From an optimization exercise on the open Yosys and OpenROAD flow, aimed at small area and a short achievable clock period; shortcuts taken in it are not production practice. Only simulation tests tie the RTL to the original design; equivalence was not proved. Power and IR drop assume default switching activity.

==> flow/design.v <==
module joltage_select_sum #(
  parameter int MAX_K = 12,
  parameter int VAL_W = 40,
  parameter int SUM_W = 64,
  parameter int CNT_W = 32,
  localparam int KW   = $clog2(MAX_K+1)
)(
  input  logic             clk,
  input  logic             rst_n,
  input  logic [KW-1:0]    k_sel,
  input  logic [3:0]       in_digit,
  input  logic             in_last,
  input  logic             in_valid,
  output logic             in_ready,
  input  logic             sum_clr,
  output logic             line_valid,
  output logic [VAL_W-1:0] line_value,
  output logic             line_short,
  output logic [SUM_W-1:0] sum_out,
  output logic [CNT_W-1:0] lines_done,
  output logic [2:0]       error
);
  logic [MAX_K-1:0][3:0] dig, cand;
  logic [MAX_K-1:1] shf_q, asc_nxt, shf_nxt;
  logic [VAL_W-1:0] val_p, val_g, va_nxt, vb_nxt;
  logic [VAL_W-1:0] val;
  logic [KW-1:0]    cnt, k_r, k_nxt;
  logic             live, fin, rdy, in_line;
  logic             acc, upd, clr, dig_ok, k_ok, short_l, add_ok;
  logic [VAL_W:0]   add_lo;
  logic [SUM_W-1:0] sum_nxt;
  logic             carry;
  logic [CNT_W-1:0] lines_nxt;
  logic [2:0]       err_set;
  assign in_ready = rdy;
  assign acc      = in_valid && in_ready;
  assign dig_ok   = (in_digit <= 4'd9);
  assign upd      = acc && dig_ok;
  assign clr      = fin || !live;
  assign k_ok     = (k_sel != '0) && (k_sel <= KW'(MAX_K));
  assign short_l  = (cnt < k_r);
  assign add_ok   = fin && !short_l;
  assign k_nxt = in_line ? k_r : (k_ok ? k_sel : KW'(MAX_K));
  always_comb begin
    cand[0] = (shf_q[1] || in_digit > dig[0]) ? in_digit : dig[0];
    for (int j = 1; j < MAX_K; j++)
      cand[j] = shf_q[j] ? dig[j-1] : dig[j];
    for (int j = 1; j < MAX_K; j++)
      asc_nxt[j] = (KW'(j) < k_nxt) && (cand[j] < cand[j-1]);
    shf_nxt[MAX_K-1] = asc_nxt[MAX_K-1];
    for (int j = MAX_K-2; j >= 1; j--)
      shf_nxt[j] = shf_nxt[j+1] | asc_nxt[j];
  end
  jss_bcd2bin u_conv (.d(cand), .va(va_nxt), .vb(vb_nxt));
  assign line_valid = fin;
  assign line_short = fin && short_l;
  assign line_value = add_ok ? val : '0;
  jss_cpa_pg #(.W(VAL_W)) u_val (.p_in(val_p), .g_in(val_g), .s(val));
  jss_cpa_sklansky #(.W(VAL_W+1)) u_add (.a({1'b0, sum_out[VAL_W-1:0]}), .b({1'b0, line_value}), .s(add_lo));
  jss_inc #(.W(SUM_W-VAL_W)) u_inc_hi (.a(sum_out[SUM_W-1:VAL_W]), .ci(add_lo[VAL_W]), .s(sum_nxt[SUM_W-1:VAL_W]), .co(carry));
  assign sum_nxt[VAL_W-1:0] = add_lo[VAL_W-1:0];
  assign lines_nxt = lines_done + CNT_W'(fin);
  assign err_set = {carry,
                    (fin && short_l) || (acc && !in_line && !k_ok),
                    acc && !dig_ok};
  always_ff @(posedge clk or negedge rst_n) begin
    if (!rst_n) begin
      live    <= 1'b0;
      fin     <= 1'b0;
      rdy     <= 1'b0;
    end else begin
      live <= 1'b1;
      fin  <= acc && in_last;
      rdy  <= !(acc && in_last);
    end
  end
  always_ff @(posedge clk) begin
    if (clr) begin
      in_line <= 1'b0;
      dig     <= '0;
      shf_q   <= '0;
      cnt     <= '0;
    end else begin
      if (acc) in_line <= !in_last;
      if (upd) begin
        dig   <= cand;
        shf_q <= shf_nxt;
        if (cnt != KW'(MAX_K)) cnt <= cnt + 1'b1;
      end
    end
  end
  always_ff @(posedge clk) begin
    if (acc && !in_line) k_r <= k_ok ? k_sel : KW'(MAX_K);
    if (upd) begin
      val_p <= va_nxt ^ vb_nxt;
      val_g <= va_nxt & vb_nxt;
    end
  end
  always_ff @(posedge clk or negedge rst_n) begin
    if (!rst_n) begin
      sum_out    <= '0;
      lines_done <= '0;
      error      <= '0;
    end else if (sum_clr) begin
      sum_out    <= '0;
      lines_done <= '0;
      error      <= '0;
    end else begin
      error <= error | err_set;
      lines_done <= lines_nxt;
      sum_out    <= sum_nxt;
    end
  end
endmodule
module jss_inc #(parameter int W = 24) (
  input  logic [W-1:0] a,
  input  logic         ci,
  output logic [W-1:0] s,
  output logic         co
);
  localparam int L = $clog2(W);
  logic [W-1:0] p [0:L];
  always_comb begin
    p[0] = a;
    for (int l = 0; l < L; l++)
      for (int i = 0; i < W; i++)
        if ((i >> l) & 1) p[l+1][i] = p[l][i] & p[l][((i >> l) << l) - 1];
        else              p[l+1][i] = p[l][i];
    s[0] = a[0] ^ ci;
    for (int i = 1; i < W; i++) s[i] = a[i] ^ (ci & p[L][i-1]);
    co = ci & p[L][W-1];
  end
endmodule
module jss_bcd2bin (input logic [47:0] d, output logic [39:0] va, output logic [39:0] vb);
  wire w1 = d[0];
  wire w2 = d[1];
  wire w3 = d[4];
  wire w4 = d[2];
  wire w5 = d[5];
  wire w6 = d[8];
  wire w7 = d[3];
  wire w8 = d[6];
  wire w9 = d[4];
  wire w10 = d[9];
  wire w11 = d[12];
  wire w12 = d[10];
  wire w13 = d[13];
  wire w14 = d[16];
  wire w15 = (d[5] | d[7]);
  wire w16 = d[6];
  wire w17 = d[11];
  wire w18 = ~d[8];
  wire w19 = d[14];
  wire w20 = ~d[12];
  wire w21 = d[17];
  wire w22 = d[20];
  wire w23 = d[7];
  wire w24 = d[9];
  wire w25 = d[18];
  wire w26 = d[21];
  wire w27 = d[24];
  wire w28 = (d[13] | d[15]);
  wire w29 = (d[9] ^ d[10]);
  wire w30 = d[8];
  wire w31 = (d[13] ^ d[14]);
  wire w32 = d[19];
  wire w33 = d[22];
  wire w34 = d[20];
  wire w35 = d[25];
  wire w36 = d[28];
  wire w37 = ((~d[12] & ~d[13] & ~d[14] & ~d[15]) | (d[12] & ~d[13] & ~d[14] & ~d[15]));
  wire w38 = ~d[16];
  wire w39 = d[26];
  wire w40 = d[29];
  wire w41 = d[32];
  wire w42 = ((~d[8] & ~d[9] & ~d[10] & ~d[11]) | (d[8] & ~d[9] & ~d[10] & ~d[11]) | (~d[8] & d[9] & ~d[10] & ~d[11]) | (d[8] & d[9] & ~d[10] & ~d[11]) | (~d[8] & d[9] & d[10] & ~d[11]) | (d[8] & d[9] & d[10] & ~d[11]));
  wire w43 = (d[21] | d[23]);
  wire w44 = d[10];
  wire w45 = d[17];
  wire w46 = d[22];
  wire w47 = ~d[20];
  wire w48 = d[27];
  wire w49 = d[24];
  wire w50 = d[30];
  wire w51 = ~d[28];
  wire w52 = d[33];
  wire w53 = d[36];
  wire w54 = d[11];
  wire w55 = d[12];
  wire w56 = (d[17] ^ d[18]);
  wire w57 = d[25];
  wire w58 = d[34];
  wire w59 = d[37];
  wire w60 = d[40];
  wire w61 = (d[21] | d[23]);
  wire w62 = (d[29] | d[31]);
  wire w63 = d[13];
  wire w64 = ((~d[16] & ~d[17] & ~d[18] & ~d[19]) | (d[16] & ~d[17] & ~d[18] & ~d[19]));
  wire w65 = d[16];
  wire w66 = (d[21] ^ d[22]);
  wire w67 = d[20];
  wire w68 = d[26];
  wire w69 = (d[29] ^ d[30]);
  wire w70 = ~d[28];
  wire w71 = d[35];
  wire w72 = d[38];
  wire w73 = d[36];
  wire w74 = d[41];
  wire w75 = d[44];
  wire w76 = d[14];
  wire w77 = d[17];
  wire w78 = d[27];
  wire w79 = d[42];
  wire w80 = d[45];
  wire w81 = ((~d[20] & ~d[21] & ~d[22] & ~d[23]) | (d[20] & ~d[21] & ~d[22] & ~d[23]) | (~d[20] & d[21] & ~d[22] & ~d[23]) | (d[20] & d[21] & ~d[22] & ~d[23]) | (~d[20] & d[21] & d[22] & ~d[23]) | (d[20] & d[21] & d[22] & ~d[23]));
  wire w82 = ((~d[28] & ~d[29] & ~d[30] & ~d[31]) | (d[28] & ~d[29] & ~d[30] & ~d[31]) | (~d[28] & d[29] & ~d[30] & ~d[31]) | (d[28] & d[29] & ~d[30] & ~d[31]) | (~d[28] & d[29] & d[30] & ~d[31]) | (d[28] & d[29] & d[30] & ~d[31]));
  wire w83 = (d[37] | d[39]);
  wire w84 = d[15];
  wire w85 = d[18];
  wire w86 = d[16];
  wire w87 = d[22];
  wire w88 = (d[29] ^ d[30]);
  wire w89 = d[28];
  wire w90 = ~d[32];
  wire w91 = d[38];
  wire w92 = d[43];
  wire w93 = ~d[40];
  wire w94 = d[46];
  wire w95 = ~d[44];
  wire w96 = d[23];
  wire w97 = d[24];
  wire w98 = d[33];
  wire w99 = d[39];
  wire w100 = ~d[36];
  wire w101 = d[41];
  wire w102 = (d[17] | d[19]);
  wire w103 = ((~d[28] & ~d[29] & ~d[30] & ~d[31]) | (d[28] & ~d[29] & ~d[30] & ~d[31]) | (~d[28] & d[29] & ~d[30] & ~d[31]) | (d[28] & d[29] & ~d[30] & ~d[31]) | (~d[28] & d[29] & d[30] & ~d[31]) | (d[28] & d[29] & d[30] & ~d[31]));
  wire w104 = (d[45] | d[47]);
  wire w105 = d[18];
  wire w106 = ~d[20];
  wire w107 = d[25];
  wire w108 = d[30];
  wire w109 = d[28];
  wire w110 = (d[33] ^ d[34]);
  wire w111 = d[37];
  wire w112 = (d[41] ^ d[42]);
  wire w113 = (d[45] ^ d[46]);
  wire w114 = d[19];
  wire w115 = d[21];
  wire w116 = d[26];
  wire w117 = ~d[24];
  wire w118 = ((~d[32] & ~d[33] & ~d[34] & ~d[35]) | (d[32] & ~d[33] & ~d[34] & ~d[35]));
  wire w119 = (d[37] ^ d[38]);
  wire w120 = ~d[36];
  wire w121 = ((~d[40] & ~d[41] & ~d[42] & ~d[43]) | (d[40] & ~d[41] & ~d[42] & ~d[43]));
  wire w122 = ((~d[44] & ~d[45] & ~d[46] & ~d[47]) | (d[44] & ~d[45] & ~d[46] & ~d[47]));
  wire w123 = ~d[44];
  wire w124 = (d[29] | d[31]);
  wire w125 = (d[21] ^ d[22]);
  wire w126 = d[20];
  wire w127 = d[30];
  wire w128 = ~d[32];
  wire w129 = d[45];
  wire w130 = (d[25] | d[27]);
  wire w131 = ((~d[36] & ~d[37] & ~d[38] & ~d[39]) | (d[36] & ~d[37] & ~d[38] & ~d[39]) | (~d[36] & d[37] & ~d[38] & ~d[39]) | (d[36] & d[37] & ~d[38] & ~d[39]) | (~d[36] & d[37] & d[38] & ~d[39]) | (d[36] & d[37] & d[38] & ~d[39]));
  wire w132 = (d[25] ^ d[26]);
  wire w133 = d[31];
  wire w134 = d[33];
  wire w135 = (d[37] ^ d[38]);
  wire w136 = ~d[36];
  wire w137 = ~d[40];
  wire w138 = (d[45] ^ d[46]);
  wire w139 = ((~d[20] & ~d[21] & ~d[22] & ~d[23]) | (d[20] & ~d[21] & ~d[22] & ~d[23]) | (~d[20] & d[21] & ~d[22] & ~d[23]) | (d[20] & d[21] & ~d[22] & ~d[23]) | (~d[20] & d[21] & d[22] & ~d[23]) | (d[20] & d[21] & d[22] & ~d[23]));
  wire w140 = d[22];
  wire w141 = ((~d[24] & ~d[25] & ~d[26] & ~d[27]) | (d[24] & ~d[25] & ~d[26] & ~d[27]));
  wire w142 = ~d[28];
  wire w143 = (d[33] ^ d[34]);
  wire w144 = ~d[32];
  wire w145 = d[41];
  wire w146 = ((~d[44] & ~d[45] & ~d[46] & ~d[47]) | (d[44] & ~d[45] & ~d[46] & ~d[47]));
  wire w147 = ~d[44];
  wire w148 = ((~d[36] & ~d[37] & ~d[38] & ~d[39]) | (d[36] & ~d[37] & ~d[38] & ~d[39]) | (~d[36] & d[37] & ~d[38] & ~d[39]) | (d[36] & d[37] & ~d[38] & ~d[39]) | (~d[36] & d[37] & d[38] & ~d[39]) | (d[36] & d[37] & d[38] & ~d[39]));
  wire w149 = d[23];
  wire w150 = d[24];
  wire w151 = d[29];
  wire w152 = (d[37] ^ d[38]);
  wire w153 = (d[41] ^ d[42]);
  wire w154 = d[40];
  wire w155 = d[45];
  wire w156 = ((~d[32] & ~d[33] & ~d[34] & ~d[35]) | (d[32] & ~d[33] & ~d[34] & ~d[35]) | (~d[32] & d[33] & ~d[34] & ~d[35]) | (d[32] & d[33] & ~d[34] & ~d[35]) | (~d[32] & d[33] & d[34] & ~d[35]) | (d[32] & d[33] & d[34] & ~d[35]));
  wire w157 = d[25];
  wire w158 = (d[29] ^ d[30]);
  wire w159 = d[28];
  wire w160 = (d[33] ^ d[34]);
  wire w161 = ((~d[36] & ~d[37] & ~d[38] & ~d[39]) | (d[36] & ~d[37] & ~d[38] & ~d[39]));
  wire w162 = d[36];
  wire w163 = (d[45] ^ d[46]);
  wire w164 = ((~d[40] & ~d[41] & ~d[42] & ~d[43]) | (d[40] & ~d[41] & ~d[42] & ~d[43]) | (~d[40] & d[41] & ~d[42] & ~d[43]) | (d[40] & d[41] & ~d[42] & ~d[43]) | (~d[40] & d[41] & d[42] & ~d[43]) | (d[40] & d[41] & d[42] & ~d[43]));
  wire w165 = d[26];
  wire w166 = ((~d[32] & ~d[33] & ~d[34] & ~d[35]) | (d[32] & ~d[33] & ~d[34] & ~d[35]));
  wire w167 = d[37];
  wire w168 = d[42];
  wire w169 = ((~d[44] & ~d[45] & ~d[46] & ~d[47]) | (d[44] & ~d[45] & ~d[46] & ~d[47]));
  wire w170 = ((~d[28] & ~d[29] & ~d[30] & ~d[31]) | (d[28] & ~d[29] & ~d[30] & ~d[31]) | (~d[28] & d[29] & ~d[30] & ~d[31]) | (d[28] & d[29] & ~d[30] & ~d[31]) | (~d[28] & d[29] & d[30] & ~d[31]) | (d[28] & d[29] & d[30] & ~d[31]));
  wire w171 = d[27];
  wire w172 = d[30];
  wire w173 = d[28];
  wire w174 = d[38];
  wire w175 = ~d[36];
  wire w176 = d[43];
  wire w177 = d[44];
  wire w178 = d[45];
  wire w179 = (d[29] | d[31]);
  wire w180 = (d[37] | d[39]);
  wire w181 = d[30];
  wire w182 = ~d[32];
  wire w183 = (d[37] ^ d[38]);
  wire w184 = d[46];
  wire w185 = d[31];
  wire w186 = d[33];
  wire w187 = ((~d[36] & ~d[37] & ~d[38] & ~d[39]) | (d[36] & ~d[37] & ~d[38] & ~d[39]));
  wire w188 = ~d[36];
  wire w189 = d[40];
  wire w190 = d[47];
  wire w191 = (d[33] ^ d[34]);
  wire w192 = d[32];
  wire w193 = d[37];
  wire w194 = d[41];
  wire w195 = d[44];
  wire w196 = (d[37] ^ d[38]);
  wire w197 = d[42];
  wire w198 = d[40];
  wire w199 = d[45];
  wire w200 = ((~d[32] & ~d[33] & ~d[34] & ~d[35]) | (d[32] & ~d[33] & ~d[34] & ~d[35]) | (~d[32] & d[33] & ~d[34] & ~d[35]) | (d[32] & d[33] & ~d[34] & ~d[35]) | (~d[32] & d[33] & d[34] & ~d[35]) | (d[32] & d[33] & d[34] & ~d[35]));
  wire w201 = d[34];
  wire w202 = ((~d[36] & ~d[37] & ~d[38] & ~d[39]) | (d[36] & ~d[37] & ~d[38] & ~d[39]));
  wire w203 = d[46];
  wire w204 = (d[41] | d[43]);
  wire w205 = d[35];
  wire w206 = d[36];
  wire w207 = d[42];
  wire w208 = d[40];
  wire w209 = d[47];
  wire w210 = d[44];
  wire w211 = d[37];
  wire w212 = d[45];
  wire w213 = (d[41] | d[43]);
  wire w214 = d[38];
  wire w215 = d[42];
  wire w216 = d[46];
  wire w217 = ~d[44];
  wire w218 = d[39];
  wire w219 = d[43];
  wire w220 = d[40];
  wire w221 = (d[45] | d[47]);
  wire w222 = d[41];
  wire w223 = (d[45] ^ d[46]);
  wire w224 = d[42];
  wire w225 = ((~d[44] & ~d[45] & ~d[46] & ~d[47]) | (d[44] & ~d[45] & ~d[46] & ~d[47]));
  wire w226 = ~d[44];
  wire w227 = d[43];
  wire w228 = d[45];
  wire w229 = (d[45] ^ d[46]);
  wire w230 = d[44];
  wire w231 = ((~d[44] & ~d[45] & ~d[46] & ~d[47]) | (d[44] & ~d[45] & ~d[46] & ~d[47]) | (~d[44] & d[45] & ~d[46] & ~d[47]) | (d[44] & d[45] & ~d[46] & ~d[47]) | (~d[44] & d[45] & d[46] & ~d[47]) | (d[44] & d[45] & d[46] & ~d[47]));
  wire w232 = d[46];
  wire w233 = w4 ^ w5;
  wire w234 = w233 ^ w6;
  wire w235 = (w4 & w5) | (w233 & w6);
  wire w236 = w10 ^ w11;
  wire w237 = w236 ^ w7;
  wire w238 = (w10 & w11) | (w236 & w7);
  wire w239 = w8 ^ w9;
  wire w240 = w239 ^ w235;
  wire w241 = (w8 & w9) | (w239 & w235);
  wire w242 = w12 ^ w13;
  wire w243 = w242 ^ w14;
  wire w244 = (w12 & w13) | (w242 & w14);
  wire w245 = w15 ^ w238;
  wire w246 = w245 ^ w243;
  wire w247 = (w15 & w238) | (w245 & w243);
  wire w248 = w16 ^ w17;
  wire w249 = w248 ^ w19;
  wire w250 = (w16 & w17) | (w248 & w19);
  wire w251 = w21 ^ w22;
  wire w252 = w251 ^ w18;
  wire w253 = (w21 & w22) | (w251 & w18);
  wire w254 = w20 ^ w244;
  wire w255 = w254 ^ w249;
  wire w256 = (w20 & w244) | (w254 & w249);
  wire w257 = w252 ^ w247;
  wire w258 = w257 ^ w255;
  wire w259 = (w252 & w247) | (w257 & w255);
  wire w260 = 1'b1 ^ w23;
  wire w261 = w260 ^ w24;
  wire w262 = (1'b1 & w23) | (w260 & w24);
  wire w263 = w25 ^ w26;
  wire w264 = w263 ^ w27;
  wire w265 = (w25 & w26) | (w263 & w27);
  wire w266 = w28 ^ w250;
  wire w267 = w266 ^ w253;
  wire w268 = (w28 & w250) | (w266 & w253);
  wire w269 = w261 ^ w264;
  wire w270 = w269 ^ w256;
  wire w271 = (w261 & w264) | (w269 & w256);
  wire w272 = w267 ^ w259;
  wire w273 = w272 ^ w270;
  wire w274 = (w267 & w259) | (w272 & w270);
  wire w275 = 1'b1 ^ w30;
  wire w276 = w275 ^ w32;
  wire w277 = (1'b1 & w30) | (w275 & w32);
  wire w278 = w33 ^ w34;
  wire w279 = w278 ^ w35;
  wire w280 = (w33 & w34) | (w278 & w35);
  wire w281 = w36 ^ w29;
  wire w282 = w281 ^ w31;
  wire w283 = (w36 & w29) | (w281 & w31);
  wire w284 = w262 ^ w265;
  wire w285 = w284 ^ w276;
  wire w286 = (w262 & w265) | (w284 & w276);
  wire w287 = w279 ^ w282;
  wire w288 = w287 ^ w268;
  wire w289 = (w279 & w282) | (w287 & w268);
  wire w290 = w285 ^ w271;
  wire w291 = w290 ^ w288;
  wire w292 = (w285 & w271) | (w290 & w288);
  wire w293 = w39 ^ w40;
  wire w294 = w293 ^ w41;
  wire w295 = (w39 & w40) | (w293 & w41);
  wire w296 = w38 ^ w37;
  wire w297 = w296 ^ w42;
  wire w298 = (w38 & w37) | (w296 & w42);
  wire w299 = w43 ^ w277;
  wire w300 = w299 ^ w280;
  wire w301 = (w43 & w277) | (w299 & w280);
  wire w302 = w294 ^ w283;
  wire w303 = w302 ^ w297;
  wire w304 = (w294 & w283) | (w302 & w297);
  wire w305 = w286 ^ w300;
  wire w306 = w305 ^ w289;
  wire w307 = (w286 & w300) | (w305 & w289);
  wire w308 = w303 ^ w292;
  wire w309 = w308 ^ w306;
  wire w310 = (w303 & w292) | (w308 & w306);
  wire w311 = w44 ^ w45;
  wire w312 = w311 ^ w46;
  wire w313 = (w44 & w45) | (w311 & w46);
  wire w314 = w48 ^ w49;
  wire w315 = w314 ^ w50;
  wire w316 = (w48 & w49) | (w314 & w50);
  wire w317 = w52 ^ w53;
  wire w318 = w317 ^ w47;
  wire w319 = (w52 & w53) | (w317 & w47);
  wire w320 = w51 ^ w295;
  wire w321 = w320 ^ w312;
  wire w322 = (w51 & w295) | (w320 & w312);
  wire w323 = w315 ^ w318;
  wire w324 = w323 ^ w298;
  wire w325 = (w315 & w318) | (w323 & w298);
  wire w326 = w301 ^ w321;
  wire w327 = w326 ^ w324;
  wire w328 = (w301 & w321) | (w326 & w324);
  wire w329 = w304 ^ w327;
  wire w330 = w329 ^ w307;
  wire w331 = (w304 & w327) | (w329 & w307);
  wire w332 = w54 ^ w55;
  wire w333 = w332 ^ w57;
  wire w334 = (w54 & w55) | (w332 & w57);
  wire w335 = w58 ^ w59;
  wire w336 = w335 ^ w60;
  wire w337 = (w58 & w59) | (w335 & w60);
  wire w338 = w56 ^ w61;
  wire w339 = w338 ^ w62;
  wire w340 = (w56 & w61) | (w338 & w62);
  wire w341 = w313 ^ w316;
  wire w342 = w341 ^ w319;
  wire w343 = (w313 & w316) | (w341 & w319);
  wire w344 = w333 ^ w336;
  wire w345 = w344 ^ w339;
  wire w346 = (w333 & w336) | (w344 & w339);
  wire w347 = w322 ^ w342;
  wire w348 = w347 ^ w325;
  wire w349 = (w322 & w342) | (w347 & w325);
  wire w350 = w345 ^ w328;
  wire w351 = w350 ^ w348;
  wire w352 = (w345 & w328) | (w350 & w348);
  wire w353 = 1'b1 ^ w63;
  wire w354 = w353 ^ w65;
  wire w355 = (1'b1 & w63) | (w353 & w65);
  wire w356 = w67 ^ w68;
  wire w357 = w356 ^ w71;
  wire w358 = (w67 & w68) | (w356 & w71);
  wire w359 = w72 ^ w73;
  wire w360 = w359 ^ w74;
  wire w361 = (w72 & w73) | (w359 & w74);
  wire w362 = w75 ^ w70;
  wire w363 = w362 ^ w64;
  wire w364 = (w75 & w70) | (w362 & w64);
  wire w365 = w66 ^ w69;
  wire w366 = w365 ^ w334;
  wire w367 = (w66 & w69) | (w365 & w334);
  wire w368 = w337 ^ w354;
  wire w369 = w368 ^ w357;
  wire w370 = (w337 & w354) | (w368 & w357);
  wire w371 = w360 ^ w340;
  wire w372 = w371 ^ w363;
  wire w373 = (w360 & w340) | (w371 & w363);
  wire w374 = w343 ^ w366;
  wire w375 = w374 ^ w369;
  wire w376 = (w343 & w366) | (w374 & w369);
  wire w377 = w346 ^ w372;
  wire w378 = w377 ^ w349;
  wire w379 = (w346 & w372) | (w377 & w349);
  wire w380 = w375 ^ w352;
  wire w381 = w380 ^ w378;
  wire w382 = (w375 & w352) | (w380 & w378);
  wire w383 = w76 ^ w77;
  wire w384 = w383 ^ w78;
  wire w385 = (w76 & w77) | (w383 & w78);
  wire w386 = w79 ^ w80;
  wire w387 = w386 ^ w81;
  wire w388 = (w79 & w80) | (w386 & w81);
  wire w389 = w82 ^ w83;
  wire w390 = w389 ^ w355;
  wire w391 = (w82 & w83) | (w389 & w355);
  wire w392 = w358 ^ w361;
  wire w393 = w392 ^ w384;
  wire w394 = (w358 & w361) | (w392 & w384);
  wire w395 = w364 ^ w367;
  wire w396 = w395 ^ w387;
  wire w397 = (w364 & w367) | (w395 & w387);
  wire w398 = w370 ^ w390;
  wire w399 = w398 ^ w393;
  wire w400 = (w370 & w390) | (w398 & w393);
  wire w401 = w373 ^ w396;
  wire w402 = w401 ^ w376;
  wire w403 = (w373 & w396) | (w401 & w376);
  wire w404 = w399 ^ w379;
  wire w405 = w404 ^ w402;
  wire w406 = (w399 & w379) | (w404 & w402);
  wire w407 = 1'b1 ^ w84;
  wire w408 = w407 ^ w85;
  wire w409 = (1'b1 & w84) | (w407 & w85);
  wire w410 = w86 ^ w87;
  wire w411 = w410 ^ w89;
  wire w412 = (w86 & w87) | (w410 & w89);
  wire w413 = w91 ^ w92;
  wire w414 = w413 ^ w94;
  wire w415 = (w91 & w92) | (w413 & w94);
  wire w416 = w90 ^ w93;
  wire w417 = w416 ^ w95;
  wire w418 = (w90 & w93) | (w416 & w95);
  wire w419 = w88 ^ w385;
  wire w420 = w419 ^ w408;
  wire w421 = (w88 & w385) | (w419 & w408);
  wire w422 = w411 ^ w414;
  wire w423 = w422 ^ w417;
  wire w424 = (w411 & w414) | (w422 & w417);
  wire w425 = w388 ^ w391;
  wire w426 = w425 ^ w394;
  wire w427 = (w388 & w391) | (w425 & w394);
  wire w428 = w420 ^ w423;
  wire w429 = w428 ^ w397;
  wire w430 = (w420 & w423) | (w428 & w397);
  wire w431 = w400 ^ w426;
  wire w432 = w431 ^ w429;
  wire w433 = (w400 & w426) | (w431 & w429);
  wire w434 = w403 ^ w432;
  wire w435 = w434 ^ w406;
  wire w436 = (w403 & w432) | (w434 & w406);
  wire w437 = 1'b1 ^ w101;
  wire w438 = w437 ^ w96;
  wire w439 = (1'b1 & w101) | (w437 & w96);
  wire w440 = w97 ^ w98;
  wire w441 = w440 ^ w99;
  wire w442 = (w97 & w98) | (w440 & w99);
  wire w443 = w100 ^ w102;
  wire w444 = w443 ^ w103;
  wire w445 = (w100 & w102) | (w443 & w103);
  wire w446 = w104 ^ w409;
  wire w447 = w446 ^ w412;
  wire w448 = (w104 & w409) | (w446 & w412);
  wire w449 = w415 ^ w418;
  wire w450 = w449 ^ w438;
  wire w451 = (w415 & w418) | (w449 & w438);
  wire w452 = w441 ^ w444;
  wire w453 = w452 ^ w421;
  wire w454 = (w441 & w444) | (w452 & w421);
  wire w455 = w447 ^ w424;
  wire w456 = w455 ^ w450;
  wire w457 = (w447 & w424) | (w455 & w450);
  wire w458 = w427 ^ w453;
  wire w459 = w458 ^ w456;
  wire w460 = (w427 & w453) | (w458 & w456);
  wire w461 = w430 ^ w459;
  wire w462 = w461 ^ w433;
  wire w463 = (w430 & w459) | (w461 & w433);
  wire w464 = w105 ^ w107;
  wire w465 = w464 ^ w108;
  wire w466 = (w105 & w107) | (w464 & w108);
  wire w467 = w109 ^ w111;
  wire w468 = w467 ^ w106;
  wire w469 = (w109 & w111) | (w467 & w106);
  wire w470 = w110 ^ w112;
  wire w471 = w470 ^ w113;
  wire w472 = (w110 & w112) | (w470 & w113);
  wire w473 = w439 ^ w442;
  wire w474 = w473 ^ w465;
  wire w475 = (w439 & w442) | (w473 & w465);
  wire w476 = w468 ^ w445;
  wire w477 = w476 ^ w448;
  wire w478 = (w468 & w445) | (w476 & w448);
  wire w479 = w471 ^ w451;
  wire w480 = w479 ^ w474;
  wire w481 = (w471 & w451) | (w479 & w474);
  wire w482 = w454 ^ w477;
  wire w483 = w482 ^ w457;
  wire w484 = (w454 & w477) | (w482 & w457);
  wire w485 = w480 ^ w460;
  wire w486 = w485 ^ w483;
  wire w487 = (w480 & w460) | (w485 & w483);
  wire w488 = w114 ^ w115;
  wire w489 = w488 ^ w116;
  wire w490 = (w114 & w115) | (w488 & w116);
  wire w491 = w117 ^ w120;
  wire w492 = w491 ^ w123;
  wire w493 = (w117 & w120) | (w491 & w123);
  wire w494 = w118 ^ w119;
  wire w495 = w494 ^ w121;
  wire w496 = (w118 & w119) | (w494 & w121);
  wire w497 = w122 ^ w124;
  wire w498 = w497 ^ w466;
  wire w499 = (w122 & w124) | (w497 & w466);
  wire w500 = w469 ^ w489;
  wire w501 = w500 ^ w492;
  wire w502 = (w469 & w489) | (w500 & w492);
  wire w503 = w472 ^ w495;
  wire w504 = w503 ^ w475;
  wire w505 = (w472 & w495) | (w503 & w475);
  wire w506 = w498 ^ w501;
  wire w507 = w506 ^ w478;
  wire w508 = (w498 & w501) | (w506 & w478);
  wire w509 = w481 ^ w504;
  wire w510 = w509 ^ w507;
  wire w511 = (w481 & w504) | (w509 & w507);
  wire w512 = w484 ^ w510;
  wire w513 = w512 ^ w487;
  wire w514 = (w484 & w510) | (w512 & w487);
  wire w515 = w126 ^ w127;
  wire w516 = w515 ^ w129;
  wire w517 = (w126 & w127) | (w515 & w129);
  wire w518 = w128 ^ w125;
  wire w519 = w518 ^ w130;
  wire w520 = (w128 & w125) | (w518 & w130);
  wire w521 = w131 ^ w490;
  wire w522 = w521 ^ w493;
  wire w523 = (w131 & w490) | (w521 & w493);
  wire w524 = w516 ^ w496;
  wire w525 = w524 ^ w499;
  wire w526 = (w516 & w496) | (w524 & w499);
  wire w527 = w519 ^ w502;
  wire w528 = w527 ^ w522;
  wire w529 = (w519 & w502) | (w527 & w522);
  wire w530 = w505 ^ w525;
  wire w531 = w530 ^ w528;
  wire w532 = (w505 & w525) | (w530 & w528);
  wire w533 = w508 ^ w531;
  wire w534 = w533 ^ w511;
  wire w535 = (w508 & w531) | (w533 & w511);
  wire w536 = w133 ^ w134;
  wire w537 = w536 ^ w136;
  wire w538 = (w133 & w134) | (w536 & w136);
  wire w539 = w137 ^ w132;
  wire w540 = w539 ^ w135;
  wire w541 = (w137 & w132) | (w539 & w135);
  wire w542 = w138 ^ w139;
  wire w543 = w542 ^ w517;
  wire w544 = (w138 & w139) | (w542 & w517);
  wire w545 = w537 ^ w520;
  wire w546 = w545 ^ w540;
  wire w547 = (w537 & w520) | (w545 & w540);
  wire w548 = w523 ^ w543;
  wire w549 = w548 ^ w526;
  wire w550 = (w523 & w543) | (w548 & w526);
  wire w551 = w546 ^ w529;
  wire w552 = w551 ^ w549;
  wire w553 = (w546 & w529) | (w551 & w549);
  wire w554 = w532 ^ w552;
  wire w555 = w554 ^ w535;
  wire w556 = (w532 & w552) | (w554 & w535);
  wire w557 = 1'b1 ^ w140;
  wire w558 = w557 ^ w145;
  wire w559 = (1'b1 & w140) | (w557 & w145);
  wire w560 = w142 ^ w144;
  wire w561 = w560 ^ w147;
  wire w562 = (w142 & w144) | (w560 & w147);
  wire w563 = w141 ^ w143;
  wire w564 = w563 ^ w146;
  wire w565 = (w141 & w143) | (w563 & w146);
  wire w566 = w148 ^ w538;
  wire w567 = w566 ^ w558;
  wire w568 = (w148 & w538) | (w566 & w558);
  wire w569 = w561 ^ w541;
  wire w570 = w569 ^ w544;
  wire w571 = (w561 & w541) | (w569 & w544);
  wire w572 = w564 ^ w567;
  wire w573 = w572 ^ w547;
  wire w574 = (w564 & w567) | (w572 & w547);
  wire w575 = w570 ^ w550;
  wire w576 = w575 ^ w573;
  wire w577 = (w570 & w550) | (w575 & w573);
  wire w578 = w553 ^ w576;
  wire w579 = w578 ^ w556;
  wire w580 = (w553 & w576) | (w578 & w556);
  wire w581 = w149 ^ w150;
  wire w582 = w581 ^ w151;
  wire w583 = (w149 & w150) | (w581 & w151);
  wire w584 = w154 ^ w155;
  wire w585 = w584 ^ w152;
  wire w586 = (w154 & w155) | (w584 & w152);
  wire w587 = w153 ^ w156;
  wire w588 = w587 ^ w559;
  wire w589 = (w153 & w156) | (w587 & w559);
  wire w590 = w562 ^ w582;
  wire w591 = w590 ^ w565;
  wire w592 = (w562 & w582) | (w590 & w565);
  wire w593 = w585 ^ w568;
  wire w594 = w593 ^ w588;
  wire w595 = (w585 & w568) | (w593 & w588);
  wire w596 = w591 ^ w571;
  wire w597 = w596 ^ w594;
  wire w598 = (w591 & w571) | (w596 & w594);
  wire w599 = w574 ^ w597;
  wire w600 = w599 ^ w577;
  wire w601 = (w574 & w597) | (w599 & w577);
  wire w602 = 1'b1 ^ w157;
  wire w603 = w602 ^ w159;
  wire w604 = (1'b1 & w157) | (w602 & w159);
  wire w605 = w162 ^ w158;
  wire w606 = w605 ^ w160;
  wire w607 = (w162 & w158) | (w605 & w160);
  wire w608 = w161 ^ w163;
  wire w609 = w608 ^ w164;
  wire w610 = (w161 & w163) | (w608 & w164);
  wire w611 = w583 ^ w603;
  wire w612 = w611 ^ w586;
  wire w613 = (w583 & w603) | (w611 & w586);
  wire w614 = w589 ^ w606;
  wire w615 = w614 ^ w609;
  wire w616 = (w589 & w606) | (w614 & w609);
  wire w617 = w592 ^ w612;
  wire w618 = w617 ^ w595;
  wire w619 = (w592 & w612) | (w617 & w595);
  wire w620 = w615 ^ w598;
  wire w621 = w620 ^ w618;
  wire w622 = (w615 & w598) | (w620 & w618);
  wire w623 = w165 ^ w167;
  wire w624 = w623 ^ w168;
  wire w625 = (w165 & w167) | (w623 & w168);
  wire w626 = w166 ^ w169;
  wire w627 = w626 ^ w170;
  wire w628 = (w166 & w169) | (w626 & w170);
  wire w629 = w604 ^ w624;
  wire w630 = w629 ^ w607;
  wire w631 = (w604 & w624) | (w629 & w607);
  wire w632 = w610 ^ w627;
  wire w633 = w632 ^ w613;
  wire w634 = (w610 & w627) | (w632 & w613);
  wire w635 = w630 ^ w616;
  wire w636 = w635 ^ w633;
  wire w637 = (w630 & w616) | (w635 & w633);
  wire w638 = w619 ^ w636;
  wire w639 = w638 ^ w622;
  wire w640 = (w619 & w636) | (w638 & w622);
  wire w641 = w171 ^ w172;
  wire w642 = w641 ^ w173;
  wire w643 = (w171 & w172) | (w641 & w173);
  wire w644 = w174 ^ w176;
  wire w645 = w644 ^ w177;
  wire w646 = (w174 & w176) | (w644 & w177);
  wire w647 = w175 ^ w625;
  wire w648 = w647 ^ w642;
  wire w649 = (w175 & w625) | (w647 & w642);
  wire w650 = w645 ^ w628;
  wire w651 = w650 ^ w648;
  wire w652 = (w645 & w628) | (w650 & w648);
  wire w653 = w631 ^ w634;
  wire w654 = w653 ^ w651;
  wire w655 = (w631 & w634) | (w653 & w651);
  wire w656 = w637 ^ w654;
  wire w657 = w656 ^ w640;
  wire w658 = (w637 & w654) | (w656 & w640);
  wire w659 = w178 ^ w179;
  wire w660 = w659 ^ w180;
  wire w661 = (w178 & w179) | (w659 & w180);
  wire w662 = w643 ^ w646;
  wire w663 = w662 ^ w660;
  wire w664 = (w643 & w646) | (w662 & w660);
  wire w665 = w649 ^ w663;
  wire w666 = w665 ^ w652;
  wire w667 = (w649 & w663) | (w665 & w652);
  wire w668 = w655 ^ w666;
  wire w669 = w668 ^ w658;
  wire w670 = (w655 & w666) | (w668 & w658);
  wire w671 = w181 ^ w184;
  wire w672 = w671 ^ w182;
  wire w673 = (w181 & w184) | (w671 & w182);
  wire w674 = w183 ^ w672;
  wire w675 = w674 ^ w661;
  wire w676 = (w183 & w672) | (w674 & w661);
  wire w677 = w675 ^ w664;
  wire w678 = w677 ^ w667;
  wire w679 = (w675 & w664) | (w677 & w667);
  wire w680 = 1'b1 ^ w185;
  wire w681 = w680 ^ w186;
  wire w682 = (1'b1 & w185) | (w680 & w186);
  wire w683 = w189 ^ w190;
  wire w684 = w683 ^ w188;
  wire w685 = (w189 & w190) | (w683 & w188);
  wire w686 = w187 ^ w673;
  wire w687 = w686 ^ w681;
  wire w688 = (w187 & w673) | (w686 & w681);
  wire w689 = w684 ^ w687;
  wire w690 = w689 ^ w676;
  wire w691 = (w684 & w687) | (w689 & w676);
  wire w692 = w192 ^ w193;
  wire w693 = w692 ^ w194;
  wire w694 = (w192 & w193) | (w692 & w194);
  wire w695 = w195 ^ w191;
  wire w696 = w695 ^ w682;
  wire w697 = (w195 & w191) | (w695 & w682);
  wire w698 = w685 ^ w693;
  wire w699 = w698 ^ w688;
  wire w700 = (w685 & w693) | (w698 & w688);
  wire w701 = w696 ^ w699;
  wire w702 = w701 ^ w691;
  wire w703 = (w696 & w699) | (w701 & w691);
  wire w704 = w197 ^ w198;
  wire w705 = w704 ^ w199;
  wire w706 = (w197 & w198) | (w704 & w199);
  wire w707 = w196 ^ w200;
  wire w708 = w707 ^ w694;
  wire w709 = (w196 & w200) | (w707 & w694);
  wire w710 = w705 ^ w697;
  wire w711 = w710 ^ w708;
  wire w712 = (w705 & w697) | (w710 & w708);
  wire w713 = w700 ^ w711;
  wire w714 = w713 ^ w703;
  wire w715 = (w700 & w711) | (w713 & w703);
  wire w716 = w201 ^ w203;
  wire w717 = w716 ^ w202;
  wire w718 = (w201 & w203) | (w716 & w202);
  wire w719 = w204 ^ w706;
  wire w720 = w719 ^ w709;
  wire w721 = (w204 & w706) | (w719 & w709);
  wire w722 = w717 ^ w712;
  wire w723 = w722 ^ w720;
  wire w724 = (w717 & w712) | (w722 & w720);
  wire w725 = 1'b1 ^ w205;
  wire w726 = w725 ^ w206;
  wire w727 = (1'b1 & w205) | (w725 & w206);
  wire w728 = w207 ^ w208;
  wire w729 = w728 ^ w209;
  wire w730 = (w207 & w208) | (w728 & w209);
  wire w731 = w210 ^ w726;
  wire w732 = w731 ^ w729;
  wire w733 = (w210 & w726) | (w731 & w729);
  wire w734 = w718 ^ w732;
  wire w735 = w734 ^ w721;
  wire w736 = (w718 & w732) | (w734 & w721);
  wire w737 = 1'b1 ^ w211;
  wire w738 = w737 ^ w212;
  wire w739 = (1'b1 & w211) | (w737 & w212);
  wire w740 = w213 ^ w727;
  wire w741 = w740 ^ w730;
  wire w742 = (w213 & w727) | (w740 & w730);
  wire w743 = w738 ^ w733;
  wire w744 = w743 ^ w741;
  wire w745 = (w738 & w733) | (w743 & w741);
  wire w746 = w214 ^ w215;
  wire w747 = w746 ^ w216;
  wire w748 = (w214 & w215) | (w746 & w216);
  wire w749 = w217 ^ w739;
  wire w750 = w749 ^ w747;
  wire w751 = (w217 & w739) | (w749 & w747);
  wire w752 = w742 ^ w750;
  wire w753 = w752 ^ w745;
  wire w754 = (w742 & w750) | (w752 & w745);
  wire w755 = 1'b1 ^ w218;
  wire w756 = w755 ^ w219;
  wire w757 = (1'b1 & w218) | (w755 & w219);
  wire w758 = w220 ^ w221;
  wire w759 = w758 ^ w748;
  wire w760 = (w220 & w221) | (w758 & w748);
  wire w761 = w756 ^ w751;
  wire w762 = w761 ^ w759;
  wire w763 = (w756 & w751) | (w761 & w759);
  wire w764 = 1'b1 ^ w222;
  wire w765 = w764 ^ w223;
  wire w766 = (1'b1 & w222) | (w764 & w223);
  wire w767 = w757 ^ w760;
  wire w768 = w767 ^ w765;
  wire w769 = (w757 & w760) | (w767 & w765);
  wire w770 = 1'b1 ^ w224;
  wire w771 = w770 ^ w226;
  wire w772 = (1'b1 & w224) | (w770 & w226);
  wire w773 = w225 ^ w771;
  wire w774 = w773 ^ w766;
  wire w775 = (w225 & w771) | (w773 & w766);
  wire w776 = w227 ^ w228;
  wire w777 = w776 ^ w772;
  wire w778 = (w227 & w228) | (w776 & w772);
  wire w779 = 1'b1 ^ w230;
  wire w780 = w779 ^ w229;
  wire w781 = (1'b1 & w230) | (w779 & w229);
  wire [39:0] ra = {1'b1, w231, w780, w777, w774, w763, w762, w753, w744, w724, w723, w714, w702, w690, w678, w669, w657, w639, w621, w600, w579, w555, w534, w513, w486, w462, w435, w382, w381, w331, w310, w309, w274, w273, w258, w241, w237, w234, w2, w1};
  wire [39:0] rb = {w232, w781, w778, w775, w769, w768, w754, 1'b0, w736, w735, w715, 1'b0, 1'b0, w679, w670, 1'b0, 1'b0, 1'b0, w601, w580, 1'b0, 1'b0, w514, 1'b0, w463, w436, 1'b0, w405, 1'b0, w351, w330, 1'b0, w291, 1'b0, 1'b0, w246, w240, 1'b0, w3, 1'b0};
  assign va = ra;
  assign vb = rb;
endmodule
module jss_cpa_sklansky #(parameter int W = 40) (input logic [W-1:0] a, b, output logic [W-1:0] s);
  localparam int L = $clog2(W);
  logic [W-1:0] g [0:L];
  logic [W-1:0] p [0:L];
  always_comb begin
    g[0] = a & b; p[0] = a ^ b;
    for (int l = 0; l < L; l++)
      for (int i = 0; i < W; i++)
        if ((i >> l) & 1) begin
          g[l+1][i] = g[l][i] | (p[l][i] & g[l][((i >> l) << l) - 1]);
          p[l+1][i] = p[l][i] & p[l][((i >> l) << l) - 1];
        end else begin
          g[l+1][i] = g[l][i]; p[l+1][i] = p[l][i];
        end
    s[0] = p[0][0];
    for (int i = 1; i < W; i++) s[i] = p[0][i] ^ g[L][i-1];
  end
endmodule
module jss_cpa_ripple #(parameter int W = 40) (input logic [W-1:0] a, b, output logic [W-1:0] s);
  logic [W:0] c;
  always_comb begin
    c[0] = 1'b0;
    for (int i = 0; i < W; i++) begin
      s[i] = a[i] ^ b[i] ^ c[i];
      c[i+1] = (a[i] & b[i]) | (a[i] & c[i]) | (b[i] & c[i]);
    end
  end
endmodule
module jss_cpa_bk #(parameter int W = 40) (input logic [W-1:0] a, b, output logic [W-1:0] s);
  localparam int L = $clog2(W);
  logic [W-1:0] g, p;
  always_comb begin
    g = a & b; p = a ^ b;
    for (int l = 0; l < L; l++)
      for (int i = 0; i < W; i++)
        if (((i + 1) % (2 << l)) == 0) begin
          g[i] = g[i] | (p[i] & g[i - (1 << l)]);
          p[i] = p[i] & p[i - (1 << l)];
        end
    for (int l = L - 1; l >= 0; l--)
      for (int i = 0; i < W; i++)
        if (((i + 1) % (2 << l)) == (1 << l) && i >= (2 << l) + (1 << l) - 1) begin
          g[i] = g[i] | (p[i] & g[i - (1 << l)]);
          p[i] = p[i] & p[i - (1 << l)];
        end
    s[0] = a[0] ^ b[0];
    for (int i = 1; i < W; i++) s[i] = a[i] ^ b[i] ^ g[i-1];
  end
endmodule
module jss_cpa_pg #(parameter int W = 40) (input logic [W-1:0] p_in, g_in, output logic [W-1:0] s);
  localparam int L = $clog2(W);
  logic [W-1:0] g [0:L];
  logic [W-1:0] p [0:L];
  always_comb begin
    g[0] = g_in; p[0] = p_in;
    for (int l = 0; l < L; l++)
      for (int i = 0; i < W; i++)
        if ((i >> l) & 1) begin
          g[l+1][i] = g[l][i] | (p[l][i] & g[l][((i >> l) << l) - 1]);
          p[l+1][i] = p[l][i] & p[l][((i >> l) << l) - 1];
        end else begin
          g[l+1][i] = g[l][i]; p[l+1][i] = p[l][i];
        end
    s[0] = p_in[0];
    for (int i = 1; i < W; i++) s[i] = p_in[i] ^ g[L][i-1];
  end
endmodule
==> flow/flow/run.sh <==
#!/bin/bash
set -euo pipefail
export BUFFER_PORTS_ARGS="-buffer_cell sky130_fd_sc_hd__buf_1"
export CTS_ARGS="-sink_clustering_enable -repair_clock_nets -dont_use_dummy_load"
bash standard.sh finish > standard_flow.log 2>&1
==> flow/standard.sh <==
#!/bin/bash
# synth_recipe.tcl (not shown) runs the flow's synth.tcl, then flattens the netlist and writes it again
# the make line also repeats each setting of config.mk as NAME=value (left out here)
make -C /OpenROAD-flow-scripts/flow DESIGN_CONFIG=/design/flow/config.mk WORK_HOME=/design/flow/orfs CLKGATE_MAP_FILE= SYNTH_SCRIPT=/design/flow/synth_recipe.tcl "${@:-finish}"
==> flow/config.mk <==
export PLATFORM = sky130hd
export DESIGN_NAME = joltage_select_sum
export DESIGN_NICKNAME = joltage_select_sum
export VERILOG_FILES = /design/flow/design.v
export SDC_FILE = /design/flow/constraint.sdc
export NUM_CORES = 4
export LEC_CHECK = 0
export CAP_MARGIN = 20
export CORE_MARGIN = 2
export CORE_UTILIZATION = 55
export SETUP_SLACK_MARGIN = 4.0
export SLEW_MARGIN = 20
==> flow/constraint.sdc <==
create_clock -name core_clock -period 9.0 [get_ports {clk}]
set_input_delay 1.8000 -clock core_clock [delete_from_list [all_inputs] [get_ports {clk}]]
set_output_delay 1.8000 -clock core_clock [all_outputs]
set_load 0.01 [all_outputs]
==> impl_summary.log, run 1 <==
[metrics] run status: complete, no violations
[metrics] Layout Nets: 2158
[metrics] power per cell area: 216.0 nW/um2
[metrics] count of hold-fix buffers inserted at cts: 0
[metrics] highest achievable clock rate: 205.9 MHz
[metrics] number of global-route vias before repair: 12421
[metrics] Vias: 12256
[metrics] Max-Cap Viols: 0
[metrics] Post-Synthesis Net Count: 2001
[metrics] top post-synthesis cells by area: sky130_fd_sc_hd__fa_1 20%, sky130_fd_sc_hd__dfrtp_1 15%, sky130_fd_sc_hd__edfxtp_1 12%, sky130_fd_sc_hd__ha_1 9.1%, sky130_fd_sc_hd__dfxtp_1 7.4%
[metrics] final worst-path cycle share: 0.5396
[metrics] Bufs on Longest Clock Path: 3
[metrics] Fill cells: 2737
[metrics] synth cell count leaders: 236 x sky130_fd_sc_hd__inv_1, 202 x sky130_fd_sc_hd__nor2_1, 175 x sky130_fd_sc_hd__fa_1, 127 x sky130_fd_sc_hd__ha_1, 102 x sky130_fd_sc_hd__dfrtp_1
[metrics] Slew HR: 0.3291
[metrics] # diodes: 0
[metrics] routed len/inst: 18.13 um
[metrics] most used standard cell by instance count after synthesis: sky130_fd_sc_hd__inv_1
[metrics] register bit count reported by yosys: 233
[metrics] setup repair after global routing missed its margin: yes
[metrics] remaining global-route overflow: 0
[metrics] number of clock sinks seen by CTS: 233
[metrics] Slowest-stage cell, CP: sky130_fd_sc_hd__fa_1
[metrics] setup slack after placement: 3.624 ns
[metrics] Post-synth top flop: sky130_fd_sc_hd__dfrtp_1
[metrics] die height: 181.7 um
[metrics] DP HPWL: 32400 um
[metrics] part of the Yosys area used for sequential elements: 0.3365
[metrics] sum of negative setup slack: 0 ns
[metrics] Crit path buffers/inverters: 3
[metrics] CTS root buffer: sky130_fd_sc_hd__clkbuf_16
[metrics] Post-synth EDFFs: 67
[metrics] Tightest Pin Transition: 1.006 ns
[metrics] pin count of the biggest net entering global routing: 109
[metrics] initial antenna violation count: 0
[metrics] worst setup path class: reg2reg
[metrics] cell count after synthesis: 1686
[metrics] required time reported for the critical path endpoint: 9.25 ns
[metrics] HP Class: reg2reg
[metrics] count of endpoints failing setup in the final report: 0
[metrics] Critical Path AT: 5.11 ns
[metrics] Clock Latency Late Sink: 0.56 ns
[metrics] largest clock skew in the final design: 0.06246 ns
[metrics] top-level I/O count: 155
[metrics] synth-to-layout area growth: 11.29%
[metrics] Leak: 0.008449 uW
[metrics] ys async rst share: 0.4378
[metrics] library cell with the largest summed area after synthesis: sky130_fd_sc_hd__fa_1
[metrics] first-pass GRT wire length: 66240 um
[metrics] TritonCTS buffer count: 27
[metrics] die extent in x: 181.7 um
[metrics] type of element launching the critical path: register
[metrics] Reg clk slew, reported paths: 0.06 ns
[metrics] CP max FO: 7
[metrics] Total Wirelength: 40670 um
[metrics] number of antenna-violating nets in the routed design: 0
[metrics] Final Wtd Congestion: 0.9301
[metrics] dominant delay contributor by cell family on the critical path: adder cells
[metrics] overall die area: 33030 um2
[metrics] overall global routing resource usage: 0.2521
[metrics] total of warnings raised by yosys: 9
[metrics] top cell type's share of synthesized area: 0.2016
[metrics] Detailed Route Iter0 Violations: 582
[metrics] Final Hold Fails: 0
[metrics] post-detailed-route via-to-cell ratio: 5.464
[metrics] CTS tree: built
[metrics] synthesized cell area: 17370 um2
[metrics] Setup WS post-layout: 4.143 ns
[metrics] nature of the critical path endpoint: register
[metrics] library cells used by synthesis: 76
[metrics] Remaining DRCs: 0
[metrics] number of port buffers: 154
[metrics] final number of max-transition violations: 0
[metrics] Floorplan Core Area: 31310 um2
[metrics] delay of the slowest critical-path stage: 0.59 ns
[metrics] peak supply drop: 0.0001667 V
[metrics] maximum level of the CTS H-tree: 1
[metrics] cells along the critical path: mux2i_2 -> inv_1 -> fa_1 -> inv_1 -> fa_1 -> fa_1 -> fa_1 -> inv_1 -> fa_1 -> fa_1 -> fa_1 -> ha_1
[metrics] first drt pass iteration count: 5
[metrics] fraction of final layout cells sized beyond drive strength 1: 0.06898
[metrics] cell seen most often among critical-path stages: sky130_fd_sc_hd__fa_1
[metrics] Synth Area per Inst: 10.30 um2
[metrics] Initial Utilization: 0.5549
[metrics] min Tclk post-route: 4.857 ns
[metrics] Placement Rows: 65
-- metrics by stage --
stage / util / instance area [um2] / cells / hold WS [ns] / total power [uW]
final: 0.6175 / 19340 / 2243 / 0.5018 / 4177
after global routing: 0.6175 / 19340 / 2243 / 0.5186 / 4598
after CTS: 0.6123 / 19170 / 2238 / 0.5024 / 4229
after detailed placement: 0.5875 / 18390 / 2207 / 0.4911 / 3291
after global placement: 0.5875 / 18390 / 2207 / 0.4849 / 3224
after floorplan: - / 17390 / 1686 / 0.4707 / 2773
-- worst register-to-register path: stages (launching register included) --
cell and delay [ns]:
sky130_fd_sc_hd__dfxtp_1 0.55, sky130_fd_sc_hd__mux2i_2 0.50, sky130_fd_sc_hd__inv_1 0.23, sky130_fd_sc_hd__fa_1 0.59
sky130_fd_sc_hd__inv_1 0.07, sky130_fd_sc_hd__fa_1 0.42, sky130_fd_sc_hd__fa_1 0.56, sky130_fd_sc_hd__fa_1 0.16
sky130_fd_sc_hd__inv_1 0.05, sky130_fd_sc_hd__fa_1 0.39, sky130_fd_sc_hd__fa_1 0.40, sky130_fd_sc_hd__fa_1 0.37
sky130_fd_sc_hd__ha_1 0.27
-- metal layers --
metal / wire length (um) / share of wire / GRT usage / vias to the layer above
li1: - / - / - / 5959
met1: 19540 / 0.48 / 0.3650 / 5990
met2: 18500 / 0.45 / 0.4086 / 254
met3: 1766 / 0.043 / 0.02868 / 53
met4: 867 / 0.021 / 0.06309 / 0
met5: 0 / 0 / 0 / -
-- path summary, 6_finish.rpt --
check	from	end	slack (ns)	cells after the start
min reg2reg	error[0]$_DFF_PN0_	error[0]$_DFF_PN0_	0.50	2
min	error[0]$_DFF_PN0_	error[0]$_DFF_PN0_	0.50	2
max reg2reg	shf_q[5]$_SDFFE_PP0P_	val_p[25]$_DFFE_PP_	4.14	12
max	shf_q[5]$_SDFFE_PP0P_	val_p[25]$_DFFE_PP_	4.14	12
min in group asynchronous	rst_n	lines_done[14]$_DFF_PN0_	1.23	1
max in group asynchronous	rst_n	sum_out[34]$_DFF_PN0_	6.43	2
-- what timing repair did --
item,4_1_cts,5_1_grt
pin swaps,1,5
resized for setup,17,30
endpoints found under the setup margin,23,36
setup buffers,4,5
-- placed cells by master (no fill, tap or decap), types with 18 or more instances in the layout --
master and count:
sky130_fd_sc_hd__o21a_1 18, sky130_fd_sc_hd__dfxtp_1 61, sky130_fd_sc_hd__nor2_1 200, sky130_fd_sc_hd__nand3_1 30, sky130_fd_sc_hd__edfxtp_1 67, sky130_fd_sc_hd__xnor2_1 47, sky130_fd_sc_hd__dfrtp_1 102, sky130_fd_sc_hd__ha_1 127
sky130_fd_sc_hd__buf_4 23, sky130_fd_sc_hd__o21ai_0 54, sky130_fd_sc_hd__nand2_1 66, sky130_fd_sc_hd__clkbuf_16 27, sky130_fd_sc_hd__fa_1 175, sky130_fd_sc_hd__nor3_1 19, sky130_fd_sc_hd__a21oi_1 58, sky130_fd_sc_hd__mux2i_1 29
sky130_fd_sc_hd__a211oi_1 53, sky130_fd_sc_hd__xor2_1 52, sky130_fd_sc_hd__inv_1 234, sky130_fd_sc_hd__buf_1 152
-- area by class of cell --
type	count	area, um2	area share
clock buffer	27	675.6	0.03494
inverter	237	892.1	0.04614
multi-input combinational	1166	10640	0.5500
sequential	233	5852	0.3026
tap	402	503.0	0.02601
timing repair buffer	178	778.2	0.04025
-- kinds of logic (layout without fill, tap and decap cells) --
kind of cell,after synthesis,count (layout),synth area share
compound gates,282,282,0.1111
flops,233,233,0.3365
simple gates,429,429,0.1145
fa+ha+maj,302,302,0.2931
other cells,1,1,0.0002158
xor+xnor,100,100,0.05041
mux,52,52,0.03111
buf+inv,287,442,0.06309
-- flip-flops by register name, indices dropped and copies added (netlist names) --
| name | cells |
|---|---|
| live | 1 |
| fin | 1 |
| val_g | 23 |
| lines_done | 32 |
| sum_out | 64 |
| val_p | 40 |
| cnt | 4 |
| dig | 48 |
| error | 3 |
| k_r | 4 |
| rdy | 1 |
| shf_q | 11 |
| in_line | 1 |
-- power by group --
| group | internal (uW) | switching [uW] |
|---|---|---|
| Clock | 521 | 384 |
| Combinational | 772 | 1000 |
| Sequential | 1390 | 113 |
==> inputs of run 2 (changes only) <==
--- a/flow/config.mk
+++ b/flow/config.mk
@@ -9,4 +9,4 @@
 export CORE_MARGIN = 2
 export CORE_UTILIZATION = 55
-export SETUP_SLACK_MARGIN = 4.0
+export SETUP_SLACK_MARGIN = 4.4
 export SLEW_MARGIN = 20
==> run 2 against run 1 <==
  * Cell area is 6.0% higher
  * Clock skew is 0.0091 ns lower
  * Clock-buffer cell count stayed put
  * Synthesized cell count stayed put
  * First-iteration DRC count is 13% higher
  * Die area stayed put
  * Worst hold slack better by 0.0068 ns
  * Setup slack better by 0.19 ns
  * Sequential power hardly changed
  * Combinational power is 8% higher
  * Final cell count is 2.7% higher
  * Largest power group unchanged
==> impl_summary.log, run 2 <==
[metrics] run status: complete, no violations
[metrics] power per cell area: 211.7 nW/um2 (-2.0%)
[metrics] busiest layer in global routing: met2
[metrics] HP Class: reg2reg
[metrics] largest reg by FF count: sum_out
[metrics] final number of max-transition violations: 0 (unchanged)
[metrics] remaining global-route overflow: 0 (unchanged)
[metrics] synth cell count leaders: 236 x sky130_fd_sc_hd__inv_1, 202 x sky130_fd_sc_hd__nor2_1, 175 x sky130_fd_sc_hd__fa_1, 127 x sky130_fd_sc_hd__ha_1, 102 x sky130_fd_sc_hd__dfrtp_1
[metrics] met3 track demand over resource: 0.03249 (+0.003811)
[metrics] top-level I/O count: 155 (unchanged)
[metrics] first-pass GRT wire length: 68980 um (+4.1%)
[metrics] cells along the critical path: o211ai_1 -> a211oi_4 -> o2111ai_2 -> a21boi_2 -> or2_4 -> a22o_4 -> a31oi_4 -> xor2_1 -> nor2_1 -> buf_2
[metrics] top post-synthesis cells by area: sky130_fd_sc_hd__fa_1 20%, sky130_fd_sc_hd__dfrtp_1 15%, sky130_fd_sc_hd__edfxtp_1 12%, sky130_fd_sc_hd__ha_1 9.1%, sky130_fd_sc_hd__dfxtp_1 7.4%
[metrics] CP max FO: 5 (-2)
[metrics] ys async rst share: 0.4378 (unchanged)
[metrics] Post-Synthesis Net Count: 2001 (unchanged)
[metrics] Bufs on Longest Clock Path: 3 (unchanged)
[metrics] register bit count reported by yosys: 233 (unchanged)
[metrics] CTS root buffer: sky130_fd_sc_hd__clkbuf_16
[metrics] Synth Area per Inst: 10.30 um2 (unchanged)
[metrics] DP HPWL: 32570 um (+0.50%)
[metrics] count of endpoints failing setup in the final report: 0 (unchanged)
[metrics] synth-to-layout area growth: 17.93%
[metrics] most frequent standard cell in the layout excluding fill and tap cells: sky130_fd_sc_hd__inv_1
[metrics] die extent in x: 181.7 um (unchanged)
[metrics] startpoint of the worst hold path: dig[10]$_SDFFE_PP0P_
[metrics] Reg clk slew, reported paths: 0.05 ns (about the same)
[metrics] flip-flop count of the largest register, all copies and words added: 64 (unchanged)
[metrics] Post-synth top flop: sky130_fd_sc_hd__dfrtp_1
[metrics] Placement Rows: 65 (unchanged)
[metrics] Max-Cap Viols: 0 (unchanged)
[metrics] overall die area: 33030 um2 (unchanged)
[metrics] cell count after synthesis: 1686 (unchanged)
[metrics] delay of the slowest critical-path stage: 0.42 ns (-0.17 ns)
[metrics] library cells used by synthesis: 76 (unchanged)
[metrics] worst reg-to-reg setup slack: 4.51 ns (+0.37 ns)
[metrics] number of clock sinks seen by CTS: 233 (unchanged)
[metrics] total of warnings raised by yosys: 9 (unchanged)
[metrics] Floorplan Core Area: 31310 um2 (unchanged)
[metrics] Initial Utilization: 0.5549 (unchanged)
[metrics] met2 usage in global routing: 0.4173 (+0.008736)
[metrics] Post-synth EDFFs: 67 (unchanged)
[metrics] Layout Nets: 2218 (+2.8%)
[metrics] commonest non-fill, non-tap cells in the layout: 220 x sky130_fd_sc_hd__inv_1, 185 x sky130_fd_sc_hd__nor2_1, 168 x sky130_fd_sc_hd__fa_1, 142 x sky130_fd_sc_hd__buf_1, 119 x sky130_fd_sc_hd__ha_1
[metrics] overall global routing resource usage: 0.2623 (+0.01022)
[metrics] Final Wtd Congestion: 0.9148 (-1.6%)
[metrics] reg-to-reg endpoint: sum_out[41]$_DFF_PN0_
[metrics] sum of negative setup slack: 0 ns (unchanged)
[metrics] pin count of the biggest net entering global routing: 109 (unchanged)
[metrics] Slowest-stage cell, CP: sky130_fd_sc_hd__edfxtp_1
[metrics] largest clock skew in the final design: 0.05340 ns (-0.009056 ns)
[metrics] hold endpoint: dig[10]$_SDFFE_PP0P_
[metrics] leading registers by flop count: sum_out (64), dig (48), val_p (40)
[metrics] final worst-path cycle share: 0.5182 (-0.02140)
[metrics] routed len/inst: 18.54 um (+2.2%)
[metrics] Vias: 12588 (+2.7%)
[metrics] number of global-route vias before repair: 12826 (+3.3%)
[metrics] Leak: 0.008808 uW (+4.2%)
[metrics] Clock Latency Late Sink: 0.55 ns (about the same)
[metrics] Detailed Route Iter0 Violations: 659 (+13%)
[metrics] initial antenna violation count: 0 (unchanged)
[metrics] Critical Path AT: 2.86 ns (-2.25 ns)
[metrics] setup repair after global routing missed its margin: yes
[metrics] library cell with the largest summed area after synthesis: sky130_fd_sc_hd__fa_1
[metrics] Worst Hold Margin: 0.5086 ns (+0.006801 ns)
[metrics] R2R depth: 23 (+11)
[metrics] min Tclk post-route: 4.664 ns (-0.1926 ns)
[metrics] # diodes: 0 (unchanged)
[metrics] post-detailed-route via-to-cell ratio: 5.466 (about the same)
[metrics] required time reported for the critical path endpoint: 7.20 ns (-2.05 ns)
[metrics] type of element launching the critical path: register
[metrics] part of the Yosys area used for sequential elements: 0.3365 (unchanged)
[metrics] peak supply drop: 0.0001598 V (-4.1%)
[metrics] nature of the critical path endpoint: output port
[metrics] number of port buffers: 154 (unchanged)
[metrics] RR Startpoint: val_g[4]$_DFFE_PP_
[metrics] number of antenna-violating nets in the routed design: 0 (unchanged)
[metrics] number of cells traversed by the worst hold path: 2 (unchanged)
[metrics] Total Wirelength: 42690 um (+5.0%)
[metrics] die height: 181.7 um (unchanged)
[metrics] Final Hold Fails: 0 (unchanged)
[metrics] count of hold-fix buffers inserted at cts: 0 (unchanged)
[metrics] TritonCTS buffer count: 27 (unchanged)
[metrics] CTS tree: built
[metrics] fraction of final layout cells sized beyond drive strength 1: 0.1552 (+0.08620)
[metrics] maximum level of the CTS H-tree: 1 (unchanged)
[metrics] Remaining DRCs: 0 (unchanged)
[metrics] synthesized cell area: 17370 um2 (unchanged)
[metrics] worst setup path class: reg2out
[metrics] met1 Resource Use GR: 0.3855 (+0.02052)
[metrics] highest achievable clock rate: 214.4 MHz (+4.1%)
[metrics] Slew HR: 0.3087 (-0.02043)
[metrics] first drt pass iteration count: 5 (unchanged)
[metrics] most used standard cell by instance count after synthesis: sky130_fd_sc_hd__inv_1
[metrics] Tightest Pin Transition: 1.037 ns (+0.03064 ns)
[metrics] top cell type's share of synthesized area: 0.2016 (unchanged)
[run 2: layer usage]
layer  share of wire  wire, um
met1            0.47     20020
met3           0.044      1882
met5               0         0
met2            0.46     19730
met4           0.025      1056
[run 2: repair_timing]
item,CTS,global route
setup buffers,22,50
resized for setup,88,105
setup endpoints to repair,71,77
pin swaps,24,26
[run 2: final cells by class]
cell class / instances / area [um2]
fill: 2567 / 10820
inverter: 237 / 912.1
timing repair buffer: 238 / 1257
clock buffer: 27 / 675.6
multi-input combinational: 1166 / 11270
tap: 402 / 503.0
sequential: 233 / 5873
[run 2: kinds of logic after synthesis]
| logic type | Yosys count | share of synthesized area |
|---|---|---|
| AOI/OAI and AO/OA | 282 | 0.1111 |
| other | 1 | 0.0002158 |
| and+or+nand+nor | 429 | 0.1145 |
| DFF | 233 | 0.3365 |
| muxes | 52 | 0.03111 |
| adders and majority gates | 302 | 0.2931 |
| xor gates and xnor gates | 100 | 0.05041 |
| buffers and inverters | 287 | 0.06309 |
[run 2: metrics by stage]
stage,utilization,instance area [um2],total power (uW),instances,worst slack [ns]
after floorplan,-,17450,2779,1686,4.333
after global placement,0.5886,18430,3235,2204,3.809
after detailed placement,0.5886,18430,3301,2204,3.776
after CTS,0.6275,19650,4303,2253,4.364
after global routing,0.6544,20490,4761,2303,4.185
final,0.6544,20490,4338,2303,4.336
[run 2: power breakdown]
part / switching [uW] / leakage [uW] / internal (uW)
registers: 127 / 0.00258 / 1390
clock network: 395 / 0.000333 / 521
logic: 1060 / 0.00589 / 845
[run 2: worst max-delay path: cells and delay by family (launching register included)]
kind                      cells  cell delay (ns)
DFF                           1             0.42
xor gates and xnor gates      1             0.20
buffers and inverters         1             0.15
AOI/OAI and AO/OA             6             1.19
and+or+nand+nor               2             0.38
[run 2: worst max path at each step]
stage	endpoint	startpoint	cells after the start	slack (ns)
2_1_floorplan	val_p[25]$_DFFE_PP_	shf_q[7]$_SDFFE_PP0P_	12	4.33
3_3_place_gp	val_p[25]$_DFFE_PP_	shf_q[10]$_SDFFE_PP0P_	11	3.81
3_5_place_dp	val_p[20]$_DFFE_PP_	shf_q[10]$_SDFFE_PP0P_	12	3.78
4_1_cts	val_p[25]$_DFFE_PP_	shf_q[9]$_SDFFE_PP0P_	12	4.36
5_1_grt	line_value[38]	val_g[4]$_DFFE_PP_	10	4.18
6_report	line_value[30]	val_g[4]$_DFFE_PP_	10	4.34

## what the ideal ports hide
How much do the figures lean on ideal ports? The routed layouts below were timed once more, with nothing changed but the port constraints.
Step 1 assumes that a clkbuf_16 drives the clock port and a buf_2 every other input.
Step 2 moves the port delays by t, midway between the first and last clock arrival at a register: inputs arrive t later, outputs are due t later. That takes back most of the time a late clock gives input paths.
a / b / c = no drivers / after step 1 / after step 2; a / b = the first two.
run	t (ns)	setup slack, ns	worst setup path after step 2
run 1	0.582	4.143 / 4.143 / 3.693	input to register
run 2	0.579	4.336 / 4.282 / 4.026	input to register
After both steps every run listed still meets setup and hold. The setup slack of run 1, which loses most, moves by 0.000 ns with the drivers and by -0.450 ns with both steps.
